What follows belongs to an exercise in optimizing a design on an open flow for small area; a production flow would make more cautious choices.
In this exercise RTL edits were held to simulation tests only and were not proved equivalent to the original.
Power figures rest on the tool's default switching activity, not on a simulated workload.

// fano_decoder_top
module fano_decoder_top (
    input  logic       clk,
    input  logic       nlocal_rst,
    input  logic       i_vld,
    input  logic [1:0] i_branch,
    output logic       o_vld,
    output logic       o_dec_sym
);
For scale: roughly 1600 cells after synthesis, roughly 310 flip-flops, roughly 0.016 mm2 of cells after synthesis.
==> flow/config.mk <==
export PLATFORM = sky130hd
export DESIGN_NAME = fano_decoder_top
export DESIGN_NICKNAME = fano_decoder_top
export VERILOG_FILES = /design/flow/design.v
export SDC_FILE = /design/flow/constraint.sdc
export NUM_CORES = 4
export LEC_CHECK = 0
export CAP_MARGIN = 20
export CORE_MARGIN = 2
export CORE_UTILIZATION = 70
export SLEW_MARGIN = 20
==> flow/constraint.sdc <==
create_clock -name core_clock -period 8.0 [get_ports {clk}]
set_input_delay 1.6000 -clock core_clock [delete_from_list [all_inputs] [get_ports {clk}]]
set_output_delay 1.6000 -clock core_clock [all_outputs]
set_load 0.01 [all_outputs]
standard.sh (not shown) runs the stock make flow with config.mk's settings and CLKGATE_MAP_FILE= SYNTH_SCRIPT=/design/flow/synth_recipe.tcl, a recipe that flattens the netlist after the stock synthesis.
==> flow/flow/run.sh <==
#!/bin/bash
# Own layout flow: the standard layout (standard.sh, unchanged synthesis
# script and register mapping) with two changes:
#  - the ABC script that maps the synthesised logic to cells
#    (flow/abc_speed.script: ORFS's speed script with delay relaxation and more
#    area-recovery rounds, and without its final buffering and sizing passes,
#    which placement's repair redoes anyway)
#  - clock tree synthesis with clkbuf_4 only, small sink clusters and no dummy
#    loads (flow/cts_args.txt)
# Each step's output goes to its own log in this folder; ORFS keeps its logs
# under orfs/logs.
set -euo pipefail
here=$(pwd)
rm -rf "$here/scripts"
cp -r "$FLOW_HOME/scripts" "$here/scripts"
cp "$here/flow/abc_speed.script" "$here/scripts/abc_speed.script"
cts_args=$(cat "$here/flow/cts_args.txt")
bash "$here/standard.sh" SCRIPTS_DIR="$here/scripts" "CTS_ARGS=$cts_args" finish > "$here/standard_flow.log" 2>&1
==> flow/flow/abc_speed.script <==
&get -n
&st
&dch -f
&nf -R 1000 -F 8
&st
&dc2
&dch -f
&nf -R 1000 -F 8
&st
&dc2
&dch -f
&nf -R 1000 -F 8
&st
&dc2
&dch -f
&nf -R 1000 -F 8
&st
&dc2
&dch -f
&nf -R 1000 -F 8
&put
topo
==> flow/flow/cts_args.txt <==
-sink_clustering_enable -repair_clock_nets -dont_use_dummy_load -buf_list sky130_fd_sc_hd__clkbuf_4 -sink_clustering_size 9 -sink_clustering_max_diameter 40
==> next run, changes <==
==> flow/flow/abc_speed.script (replaced) <==
&get -n
&st
&dch
&nf -R 1000 -F 8
&st
&syn2
&if -g -K 6
&synch2
&nf -R 1000 -F 8
&st
&syn2
&if -g -K 6
&synch2
&nf -R 1000 -F 8
&st
&syn2
&if -g -K 6
&synch2
&nf -R 1000 -F 8
&st
&syn2
&if -g -K 6
&synch2
&nf -R 1000 -F 8
&put
topo
What happened: The changed run finished clean; maximum frequency climbs by 4.4%; utilization drops by 0.48 points; worst setup slack improves by 0.31 ns; non-clock buffer count falls by 4; cell area rises by 2.5%; hold slack gains 0.012 ns; die area came out higher by 2.5%; sequential cell count is unchanged; synthesized cell count falls by 6.5%; count of clock-buffer cells in the layout climbs by 1; wire length falls by 7.1%.

========
Another version of the RTL of fano_decoder_top (not shown whole).
Size: roughly 1500 cells after synthesis, ~310 flip-flops, roughly 16000 µm² of cells after synthesis.
export LEC_CHECK = 0
export CAP_MARGIN = 20
export CORE_MARGIN = 2
export CORE_UTILIZATION = 80
export SLEW_MARGIN = 20
create_clock -name core_clock -period 8.0 [get_ports {clk}]
==> flow/flow/abc_speed.script <==
&get -n
&st
&dch
&nf -R 1000 -F 8
&st
&syn2
&if -g -K 6
&synch2
&nf -R 1000 -F 8
&st
&syn2
&if -g -K 6
&synch2
&nf -R 1000 -F 8
&st
&syn2
&if -g -K 6
&synch2
&nf -R 1000 -F 8
&st
&syn2
&if -g -K 6
&synch2
&nf -R 1000 -F 8
&put
topo
==> flow/flow/cts_args.txt <==
-sink_clustering_enable -repair_clock_nets -dont_use_dummy_load -buf_list sky130_fd_sc_hd__clkbuf_4 -sink_clustering_size 10 -sink_clustering_max_diameter 40
Scripts as last shown in full above: flow/flow/run.sh
Edit:
==> flow/flow/cts_args.txt (replaced) <==
-sink_clustering_enable -repair_clock_nets -dont_use_dummy_load -buf_list sky130_fd_sc_hd__clkbuf_4 -sink_clustering_size 9 -sink_clustering_max_diameter 40
Settings changed: CORE_UTILIZATION 80 to 70.
What happened:
- critical path depth falls by 3
- clock-buffer cell count is higher by 5
- sequential share of layout area is lower by 0.24 points
- power drops by 0.87%
- routed wire length goes down by about 10%
- non-clock buffer count came out higher by 3
- worst setup slack gets better by 0.055 ns
- fmax climbs by 0.76%
Edit:
==> flow/flow/cts_args.txt (replaced) <==
-sink_clustering_enable -repair_clock_nets -dont_use_dummy_load -buf_list sky130_fd_sc_hd__clkbuf_4 -sink_clustering_size 10 -sink_clustering_max_diameter 45
=>
- synthesized area is unchanged
- total power decreases by 0.67%
- setup slack is about the same
Edit:
==> flow/flow/cts_args.txt (replaced) <==
-sink_clustering_enable -repair_clock_nets -dont_use_dummy_load -buf_list sky130_fd_sc_hd__clkbuf_4 sky130_fd_sc_hd__clkbuf_8 -sink_clustering_size 16 -sink_clustering_max_diameter 50
Effect: This time the run stopped in clock tree synthesis (4_1_cts) on STA-0564. Synthesized area is unchanged. Synthesized cell count is unchanged.
Edit:
==> flow/flow/cts_args.txt (replaced) <==
-sink_clustering_enable -repair_clock_nets -dont_use_dummy_load -buf_list sky130_fd_sc_hd__clkbuf_4 -sink_clustering_size 10 -sink_clustering_max_diameter 40
Settings changed: GPL_TIMING_DRIVEN set to 0.
After rerunning: Now the flow passed the timing, design-rule and antenna checks; synthesized cell count stays the same; synthesized area does not change.
Edit:
==> flow/flow/cts_args.txt (replaced) <==
-sink_clustering_enable -repair_clock_nets -dont_use_dummy_load -buf_list {sky130_fd_sc_hd__clkbuf_4 sky130_fd_sc_hd__clkbuf_8} -sink_clustering_size 16 -sink_clustering_max_diameter 50
Settings changed: GPL_TIMING_DRIVEN 0 to not set.
Result:
- The new run passed the timing, design-rule and antenna checks
- worst setup slack gets better by 0.39 ns
- synthesized cell count stays the same
- combinational power is lower by about 7%
- non-clock buffer count is higher by 2
- clock-buffer cell count is lower by 13
- first-iteration DRC count is higher by 8.5%
- worst hold slack gets better by 0.0065 ns
- via count is lower by 2.2%
- maximum frequency is higher by 5.5%

==> separate check: timing with driven ports <==
No port has a modelled driver above. Below, the same layouts with a new extraction and two added sets of constraints.
Step 1: set_driving_cell puts a clkbuf_16 on clk and a buf_2 on each other input, an assumption about the parent block.
Step 2 times the ports against the registers' clock, not the clock port: input delays grow and output delays shrink by t, the midpoint of the rising clock arrivals with the driver on.
a / b / c = no drivers / after step 1 / after step 2; a / b = the first two.
run | shift t [ns] | setup slack, ns | worst setup path after step 2 | worst slew at a driven data input, ns
the first run of note 1 | 0.711 | 0.578 / 0.578 / 0.578 | register to register | 0.05
the second run of note 1 | 0.714 | 0.890 / 0.890 / 0.890 | register to register | 0.05
the first run of note 2 | 0.714 | 0.771 / 0.771 / 0.771 | register to register | 0.05
the second run of note 2 | 0.712 | 0.826 / 0.826 / 0.826 | register to register | 0.05
the third run of note 2 | 0.695 | 0.825 / 0.825 / 0.825 | register to register | 0.05
the fifth run of note 2 | 0.693 | 0.500 / 0.500 / 0.500 | register to register | 0.05
the sixth run of note 2 | 0.639 | 0.892 / 0.892 / 0.892 | register to register | 0.05
After both steps setup and hold are still met in every run listed.
